This is an optimization exercise on Yosys and OpenROAD, whose aim is small area and a short achievable clock period, not a production implementation. RTL that was checked went through simulation tests only; none was proved equivalent to the original. Power figures rest on the tool's default switching activity, not on a simulated workload.

Design crc_frame_receiver_core, start of the top module:
module crc_frame_receiver_core (
	input  wire logic               clk,
	input  wire logic               arst_n,
	input  wire logic               magic_wr_en,
	input  wire logic [15:0]        magic_wr_data,
	input  wire logic               in_valid,
	output logic                    in_ready,
	input  wire logic [7:0]         data_byte,
	input  wire logic               last_byte,
	output logic                    out_valid,
	input  wire logic               out_ready,
	output logic [2:0]              status,
	output logic [7:0]              msg_type,
	output logic [31:0]             seq_number,
	output logic [63:0]             timestamp_bits,
	output logic [63:0]             keys_low,
	output logic [15:0]             keys_high,
	output logic signed [15:0]      cursor_dx,
	output logic signed [15:0]      cursor_dy,
	output logic [7:0]              buttons,
	output logic signed [7:0]       scroll,
	output logic [10:0]             payload_length
);
Size in the first run: about 920 cells after synthesis, roughly 280 I/O pins.
Settings: LEC_CHECK=0, CAP_MARGIN=20, CORE_MARGIN=2, CORE_UTILIZATION=40, CTS_BUF_LIST=sky130_fd_sc_hd__clkbuf_8, SETUP_SLACK_MARGIN=1.5, SLEW_MARGIN=20; clock period 5.0 ns.
run.sh (not shown) runs the stock make flow with config.mk's settings and CLKGATE_MAP_FILE= SYNTH_SCRIPT=/design/flow/synth_recipe.tcl, a recipe that flattens the netlist after the stock synthesis.
The baseline produced a clean layout.
==> next run, changes <==
- CTS_BUF_LIST: sky130_fd_sc_hd__clkbuf_8 -> sky130_fd_sc_hd__clkbuf_4
- SETUP_SLACK_MARGIN: 1.5 -> 2.5
After rerunning: Count of clock-buffer cells in the layout rose by 57. Setup slack is worse by 240 ps. First-iteration DRC count rose by 44%. Critical path depth rose by 5. Power rose by 3.6%. Clock skew rose by 25 ps. Cell count rose by 10%. Register-to-register slack is better by 880 ps. Wire length rose by 16%. Core utilization rose by 10 points. Combinational power rose by 16%.
==> next run, changes <==
- CTS_BUF_LIST: sky130_fd_sc_hd__clkbuf_4 -> not set
- SETUP_SLACK_MARGIN: 2.5 -> not set
The new run finished with timing, DRC and antenna clean.
Synthesized cell count does not change.
Sequential share of layout area is higher by 8.4 points.
Synthesized area stays the same.

* * *

Another version of the RTL of crc_frame_receiver_core (not shown whole).
Size in the first run: ~280 I/O pins.
==> flow/config.mk <==
export PLATFORM = sky130hd
export DESIGN_NAME = crc_frame_receiver_core
export DESIGN_NICKNAME = crc_frame_receiver_core
export VERILOG_FILES = /design/flow/design.v
export SDC_FILE = /design/flow/constraint.sdc
export NUM_CORES = 4
export LEC_CHECK = 0
export CAP_MARGIN = 20
export CORE_MARGIN = 2
export CORE_UTILIZATION = 40
export SETUP_SLACK_MARGIN = 2.6
export SLEW_MARGIN = 20
export SYNTH_HIERARCHICAL = 1
export TNS_END_PERCENT = 0
==> flow/constraint.sdc <==
create_clock -name core_clock -period 5.0 [get_ports {clk}]
set_input_delay 1.0000 -clock core_clock [delete_from_list [all_inputs] [get_ports {clk}]]
set_output_delay 1.0000 -clock core_clock [all_outputs]
set_load 0.01 [all_outputs]
standard.sh (not shown) runs the stock make flow with config.mk's settings and CLKGATE_MAP_FILE= SYNTH_SCRIPT=/design/flow/synth_recipe.tcl, a recipe that flattens the netlist after the stock synthesis.
==> flow/flow/run.sh <==
#!/bin/bash
# Layout: the standard ORFS flow (standard.sh, which also runs the
# standard synthesis), with two changes made through ORFS's own variables:
# - buffer_ports inserts sky130_fd_sc_hd__buf_1 as every port's buffer (the
#   resizer may still upsize them);
# - clock tree synthesis inserts no dummy loads.
# Each tool's full output is in standard_flow.log here and in ORFS's logs
# under orfs/logs.
set -euo pipefail
export BUFFER_PORTS_ARGS="-buffer_cell sky130_fd_sc_hd__buf_1"
export CTS_ARGS="-sink_clustering_enable -repair_clock_nets -buf_list sky130_fd_sc_hd__clkbuf_8 -dont_use_dummy_load"
bash standard.sh > standard_flow.log 2>&1
The first run completed with no timing, DRC or antenna violations.
Then changed:
--- a/flow/flow/run.sh
+++ b/flow/flow/run.sh
@@ -3 +3 @@
-# standard synthesis), with two changes made through ORFS's own variables:
+# standard synthesis), with changes made through ORFS's own variables:
@@ -6 +6,4 @@
-# - clock tree synthesis inserts no dummy loads.
+# - the resizer may not use the delay cells (only needed for hold fixing,
+#   which this design does not need);
+# - clock tree synthesis inserts no dummy loads, with clkbuf_8 buffers and
+#   sink clusters of at most 16 flip-flops within 60 um.
@@ -11 +14,2 @@
-export CTS_ARGS="-sink_clustering_enable -repair_clock_nets -buf_list sky130_fd_sc_hd__clkbuf_8 -dont_use_dummy_load"
+export DONT_USE_CELLS="sky130_fd_sc_hd__clkdlybuf4s15_1 sky130_fd_sc_hd__clkdlybuf4s15_2 sky130_fd_sc_hd__clkdlybuf4s18_1 sky130_fd_sc_hd__clkdlybuf4s18_2 sky130_fd_sc_hd__clkdlybuf4s25_1 sky130_fd_sc_hd__clkdlybuf4s25_2 sky130_fd_sc_hd__clkdlybuf4s50_1 sky130_fd_sc_hd__clkdlybuf4s50_2 sky130_fd_sc_hd__dlygate4sd1_1 sky130_fd_sc_hd__dlygate4sd2_1 sky130_fd_sc_hd__dlygate4sd3_1 sky130_fd_sc_hd__dlymetal6s2s_1 sky130_fd_sc_hd__dlymetal6s4s_1 sky130_fd_sc_hd__dlymetal6s6s_1"
+export CTS_ARGS="-sink_clustering_enable -repair_clock_nets -buf_list sky130_fd_sc_hd__clkbuf_8 -dont_use_dummy_load -sink_clustering_size 16 -sink_clustering_max_diameter 60"
SETUP_SLACK_MARGIN = 2.65   (was 2.6)
SYNTH_HIERARCHICAL = default   (was 1)
TNS_END_PERCENT = 10   (was 0)
Hold slack loses 50 ps.
Area after synthesis shrinks by 3.1%.
Clock skew grows by 3.4 ps.
Wire length shrinks by 3.7%.
Utilization grows by 0.77 points.
First-iteration DRC count grows by about 8%.
Clock power shrinks by 28%.
Setup slack gains 240 ps.
Total power shrinks by about 7%.
Then changed:
==> flow/flow/run.sh (replaced) <==
#!/bin/bash
# Layout: the standard ORFS flow (standard.sh, which also runs the
# standard synthesis), with two changes made through ORFS's own variables:
# - buffer_ports inserts sky130_fd_sc_hd__buf_1 as every port's buffer (the
#   resizer may still upsize them);
# - clock tree synthesis inserts no dummy loads.
# Each tool's full output is in standard_flow.log here and in ORFS's logs
# under orfs/logs.
set -euo pipefail
export BUFFER_PORTS_ARGS="-buffer_cell sky130_fd_sc_hd__buf_1"
export CTS_ARGS="-sink_clustering_enable -repair_clock_nets -buf_list sky130_fd_sc_hd__clkbuf_8 -dont_use_dummy_load"
bash standard.sh > standard_flow.log 2>&1
SETUP_SLACK_MARGIN = 2.6   (was 2.65)
TNS_END_PERCENT = 0   (was 10)
=> Die area stays the same. Via count shrinks by about 0.9%. Count of clock-buffer cells in the layout grows by 22. Wire length is about the same. Final cell count grows by 0.73%. Design area grows by 1.1%. Global-route usage barely changes. Clock skew grows by 5.1 ps. Power grows by 6.7%. Synthesized area stays the same. Utilization grows by 0.56 points.

* * *

Another version of the RTL of crc_frame_receiver_core (not shown whole).
Size: ~640 cells after synthesis, ~11000 sq um of cells after synthesis.
export LEC_CHECK = 0
export CAP_MARGIN = 20
export CORE_MARGIN = 2
export CORE_UTILIZATION = 40
export SETUP_SLACK_MARGIN = 2.7
export SLEW_MARGIN = 20
export SYNTH_HIERARCHICAL = 1
export TNS_END_PERCENT = 30
create_clock -name core_clock -period 5.0 [get_ports {clk}]
==> flow/flow/run.sh <==
#!/bin/bash
# Layout: the standard ORFS flow (standard.sh, which also runs the
# standard synthesis), with changes made through ORFS's own variables:
# - DONT_USE_CELLS is the platform's own list plus the cells in
#   flow/dont_use.txt (delay cells, and the non-inverting AND/OR-type gates,
#   so that synthesis and the resizer build the logic from inverting gates);
# - buffer_ports inserts sky130_fd_sc_hd__buf_1 as every port's buffer (the
#   resizer may still upsize them);
# - clock tree synthesis inserts no dummy loads, with clkbuf_8 buffers and
#   sink clusters of at most 16 flip-flops within 60 um.
# Each tool's full output is in standard_flow.log here and in ORFS's logs
# under orfs/logs.
set -euo pipefail
dont_use=$(grep -v '^#' flow/dont_use.txt | tr '\n' ' ')
export BUFFER_PORTS_ARGS="-buffer_cell sky130_fd_sc_hd__buf_1"
export CTS_ARGS="-sink_clustering_enable -repair_clock_nets -buf_list sky130_fd_sc_hd__clkbuf_8 -dont_use_dummy_load -sink_clustering_size 16 -sink_clustering_max_diameter 60"
bash standard.sh "DONT_USE_CELLS=$dont_use" finish > standard_flow.log 2>&1
Other scripts of this flow, unchanged in this note and not shown: flow/flow/dont_use.txt
The baseline passed the timing, design-rule and antenna checks.
Change:
Settings changed: TNS_END_PERCENT 30 to 20.
Setup slack gains 0.025 ns; design area falls by 1.2%; global-route usage rises by 0.69 points; power barely changes; wire length climbs by 1.8%.
Change:
==> flow/flow/run.sh (replaced) <==
#!/bin/bash
# Layout: the standard ORFS flow (standard.sh, which also runs the
# standard synthesis), with changes made through ORFS's own variables:
# - DONT_USE_CELLS is the platform's own list plus the cells in
#   flow/dont_use.txt (delay cells, and the non-inverting AND/OR-type gates,
#   so that synthesis and the resizer build the logic from inverting gates);
# - buffer_ports inserts sky130_fd_sc_hd__buf_1 as every port's buffer (the
#   resizer may still upsize them);
# - clock tree synthesis inserts no dummy loads, with clkbuf_16 buffers and
#   sink clusters of at most 28 flip-flops within 50 um.
# Each tool's full output is in standard_flow.log here and in ORFS's logs
# under orfs/logs.
set -euo pipefail
dont_use=$(grep -v '^#' flow/dont_use.txt | tr '\n' ' ')
export BUFFER_PORTS_ARGS="-buffer_cell sky130_fd_sc_hd__buf_1"
export CTS_ARGS="-sink_clustering_enable -repair_clock_nets -buf_list sky130_fd_sc_hd__clkbuf_16 -dont_use_dummy_load -sink_clustering_size 28 -sink_clustering_max_diameter 50"
bash standard.sh "DONT_USE_CELLS=$dont_use" finish > standard_flow.log 2>&1
After rerunning:
- clock-buffer cell count is higher by 2
- global-route usage is about the same
- power is higher by 11%
- clock power is higher by 51%
- combinational power is higher by about 3%
- sequential share of layout area is lower by 2.1 points
- design area is higher by about 3.4%
- cell count is higher by about 1%
Change:
==> flow/flow/run.sh (replaced) <==
#!/bin/bash
# Layout: the standard ORFS flow (standard.sh, which also runs the
# standard synthesis), with changes made through ORFS's own variables:
# - DONT_USE_CELLS is the platform's own list plus the cells in
#   flow/dont_use.txt (delay cells, and the non-inverting AND/OR-type gates,
#   so that synthesis and the resizer build the logic from inverting gates);
# - buffer_ports inserts sky130_fd_sc_hd__buf_1 as every port's buffer (the
#   resizer may still upsize them);
# - clock tree synthesis inserts no dummy loads, with clkbuf_8 buffers and
#   sink clusters of at most 16 flip-flops within 60 um.
# Each tool's full output is in standard_flow.log here and in ORFS's logs
# under orfs/logs.
set -euo pipefail
dont_use=$(grep -v '^#' flow/dont_use.txt | tr '\n' ' ')
export BUFFER_PORTS_ARGS="-buffer_cell sky130_fd_sc_hd__buf_1"
export CTS_ARGS="-sink_clustering_enable -repair_clock_nets -buf_list sky130_fd_sc_hd__clkbuf_8 -dont_use_dummy_load -sink_clustering_size 16 -sink_clustering_max_diameter 60"
bash standard.sh "DONT_USE_CELLS=$dont_use" finish > standard_flow.log 2>&1
Settings changed: SETUP_SLACK_MARGIN 2.7 to 2.75.
The changed run ran to the end with no violations.
Cell count came out lower by 0.73%.
Worst hold slack got worse by 0.0031 ns.
Final area came out lower by 2.7%.

* * *

Another version of the RTL of crc_frame_receiver_core (not shown whole).
Size in the first run: roughly 690 cells after synthesis, ~12000 um^2 of cells after synthesis.
clock: 5.0 ns
lec_check: 0
cap_margin: 20
core_margin: 2
core_utilization: 40
setup_slack_margin: 2.75
slew_margin: 20
tns_end_percent: 20
==> flow/flow/run.sh <==
#!/bin/bash
# Layout: the standard ORFS flow (standard.sh, which also runs the
# standard synthesis), with changes made through ORFS's own variables:
# - buffer_ports inserts sky130_fd_sc_hd__buf_1 as every port's buffer (the
#   resizer may still upsize them);
# - the resizer may not use the delay cells (only needed for hold fixing,
#   which this design does not need);
# - clock tree synthesis inserts no dummy loads, with clkbuf_8 buffers and
#   sink clusters of at most 16 flip-flops within 60 um.
# Each tool's full output is in standard_flow.log here and in ORFS's logs
# under orfs/logs.
set -euo pipefail
export BUFFER_PORTS_ARGS="-buffer_cell sky130_fd_sc_hd__buf_1"
export DONT_USE_CELLS="sky130_fd_sc_hd__clkdlybuf4s15_1 sky130_fd_sc_hd__clkdlybuf4s15_2 sky130_fd_sc_hd__clkdlybuf4s18_1 sky130_fd_sc_hd__clkdlybuf4s18_2 sky130_fd_sc_hd__clkdlybuf4s25_1 sky130_fd_sc_hd__clkdlybuf4s25_2 sky130_fd_sc_hd__clkdlybuf4s50_1 sky130_fd_sc_hd__clkdlybuf4s50_2 sky130_fd_sc_hd__dlygate4sd1_1 sky130_fd_sc_hd__dlygate4sd2_1 sky130_fd_sc_hd__dlygate4sd3_1 sky130_fd_sc_hd__dlymetal6s2s_1 sky130_fd_sc_hd__dlymetal6s4s_1 sky130_fd_sc_hd__dlymetal6s6s_1"
export CTS_ARGS="-sink_clustering_enable -repair_clock_nets -buf_list sky130_fd_sc_hd__clkbuf_8 -dont_use_dummy_load -sink_clustering_size 16 -sink_clustering_max_diameter 60"
bash standard.sh > standard_flow.log 2>&1
Rerun with:
Settings changed: SETUP_SLACK_MARGIN 2.75 to 2.65, TNS_END_PERCENT 20 to 10.
Effect: The changed run completed with no timing, DRC or antenna violations. Clock power barely changes. Sequential power barely changes. Routed wire length went down slightly. Non-clock buffer count is lower by 28. Core utilization decreases by 1.1 points. Synthesized cell count stays the same. Cell area shrinks by a few percent.

* * *

harbor:
Another version of the RTL of crc_frame_receiver_core (not shown whole).
Size in the first run: roughly 790 cells after synthesis, about 12,000 sq um of cells after synthesis.
==> flow/config.mk <==
export PLATFORM = sky130hd
export DESIGN_NAME = crc_frame_receiver_core
export DESIGN_NICKNAME = crc_frame_receiver_core
export VERILOG_FILES = /design/flow/design.v
export SDC_FILE = /design/flow/constraint.sdc
export NUM_CORES = 4
export LEC_CHECK = 0
export CAP_MARGIN = 20
export CORE_MARGIN = 2
export CORE_UTILIZATION = 40
export SETUP_SLACK_MARGIN = 2.6
export SLEW_MARGIN = 20
export SYNTH_HIERARCHICAL = 1
export TNS_END_PERCENT = 0
==> flow/constraint.sdc <==
create_clock -name core_clock -period 5.0 [get_ports {clk}]
set_input_delay 1.0000 -clock core_clock [delete_from_list [all_inputs] [get_ports {clk}]]
set_output_delay 1.0000 -clock core_clock [all_outputs]
set_load 0.01 [all_outputs]
==> flow/flow/run.sh <==
#!/bin/bash
# Layout: the standard ORFS flow (standard.sh, which also runs the
# standard synthesis), with two changes made through ORFS's own variables:
# - buffer_ports inserts sky130_fd_sc_hd__buf_1 as every port's buffer (the
#   resizer may still upsize them);
# - clock tree synthesis inserts no dummy loads.
# Each tool's full output is in standard_flow.log here and in ORFS's logs
# under orfs/logs.
set -euo pipefail
export BUFFER_PORTS_ARGS="-buffer_cell sky130_fd_sc_hd__buf_1"
export CTS_ARGS="-sink_clustering_enable -repair_clock_nets -buf_list sky130_fd_sc_hd__clkbuf_8 -dont_use_dummy_load"
bash standard.sh > standard_flow.log 2>&1
harbor completed; timing, DRC and antenna clean
Input changes introduced in cedar (baseline for comparison: harbor):
- a deleted SYNTH_HIERARCHICAL that had been 1
## What came out
Looking only at delay of the slowest cell on the worst path, and setting everything else aside, the lower value of cedar and harbor goes to cedar. Compared with harbor, cedar shows a higher utilization. cedar vs. harbor: net switching component of the power went up by 6.0%. Changes observed in cedar relative to harbor: placed instance count decreased 84; post-layout worst setup margin +370 ps. The critical path's slowest cell comes out sky130_fd_sc_hd__o41ai_4 in one run and sky130_fd_sc_hd__or4bb_1 in the other, namely in cedar and harbor respectively.
No functional check of the RTL was part of any run of this note.

* * *

## pepper
Another version of the RTL of crc_frame_receiver_core (not shown whole).
Size: about 690 cells after synthesis, about 300 flip-flops, about 280 I/O pins, roughly 12000 um^2 of cells after synthesis.
export LEC_CHECK = 0
export CAP_MARGIN = 20
export CORE_MARGIN = 2
export CORE_UTILIZATION = 40
export CTS_BUF_LIST = sky130_fd_sc_hd__clkbuf_4
export SETUP_SLACK_MARGIN = 2.7
export SLEW_MARGIN = 20
export TNS_END_PERCENT = 0
create_clock -name core_clock -period 5.0 [get_ports {clk}]
==> flow/flow/run.sh <==
#!/bin/bash
# Layout: the standard ORFS flow, with the port buffers that buffer_ports
# inserts made sky130_fd_sc_hd__buf_1 (the resizer may upsize them later).
set -euo pipefail
export BUFFER_PORTS_ARGS="-buffer_cell sky130_fd_sc_hd__buf_1"
bash standard.sh > standard_flow.log 2>&1
What raven does differently from pepper at the input level:
Settings: CTS_BUF_LIST now sky130_fd_sc_hd__clkbuf_8, was sky130_fd_sc_hd__clkbuf_4; SETUP_SLACK_MARGIN now 2.6, was 2.7.
Results
The layout-stage area growth over the synthesis result reported for raven is greater than that of pepper by 2.6 points. Diff pepper -> raven: fraction of area in clock buffers and inverters lower, count of nets after finishing saw a decrease, wire length went up, sequential share of layout area decreased 1.2 points. Antenna violation net count after detailed routing: raven vs pepper — no meaningful difference. Diff pepper -> raven | detailed-routed wire length on met2 | up by a few percent. pepper → raven: worst-margin pin slew comparable; maximum frequency now larger.
No run of this note included a check of the RTL's function; only the layout flow was run.

[separate check: timing with driven ports]
No port has a modelled driver above. Below, the same layouts with a new extraction and two added sets of constraints. Step 1, drivers: a clkbuf_16 drives clk and a buf_2 each remaining input, both assumed. Step 2 moves the port delays by t, midway between the first and last clock arrival at a register: inputs arrive t later, outputs are due t later. That takes back most of the time a late clock gives input paths. Three values: no drivers, after step 1, after step 2; two values: the first two.
run	t, ns	setup slack, ns	worst hold slack (ns)
the first run of note 1	0.594	1.554 / 1.531 / 0.984	0.528 / 0.528 / 0.528
the second run of note 1	0.740	1.315 / 1.267 / 1.947	0.529 / 0.529 / 0.529
the third run of note 1	0.543	1.241 / 1.235 / 0.721	0.527 / 0.527 / 0.527
the first run of note 2	0.568	2.344 / 2.365 / 1.797	0.423 / 0.400 / 0.523
the second run of note 2	0.597	2.581 / 2.536 / 2.083	0.373 / 0.351 / 0.531
the third run of note 2	0.584	2.513 / 2.523 / 1.941	0.382 / 0.360 / 0.513
the first run of note 3	0.577	2.616 / 2.595 / 2.086	0.355 / 0.338 / 0.546
the second run of note 3	0.578	2.642 / 2.620 / 2.106	0.379 / 0.359 / 0.528
the third run of note 3	0.570	2.599 / 2.599 / 2.074	0.414 / 0.389 / 0.525
the fourth run of note 3	0.603	2.630 / 2.604 / 2.053	0.411 / 0.395 / 0.531
the first run of note 4	0.598	2.502 / 2.524 / 1.927	0.420 / 0.396 / 0.530
the second run of note 4	0.589	2.389 / 2.402 / 1.813	0.416 / 0.399 / 0.527
harbor	0.588	1.943 / 1.956 / 1.368	0.441 / 0.421 / 0.527
cedar	0.574	2.318 / 2.333 / 1.760	0.410 / 0.392 / 0.525
pepper	0.719	2.433 / 2.433 / 1.788	0.277 / 0.270 / 0.527
raven	0.600	2.491 / 2.484 / 1.991	0.379 / 0.372 / 0.528
After both steps every run listed still meets setup and hold. The setup slack of pepper, which loses most, moves by 0.000 ns with the drivers and by -0.645 ns with both steps.
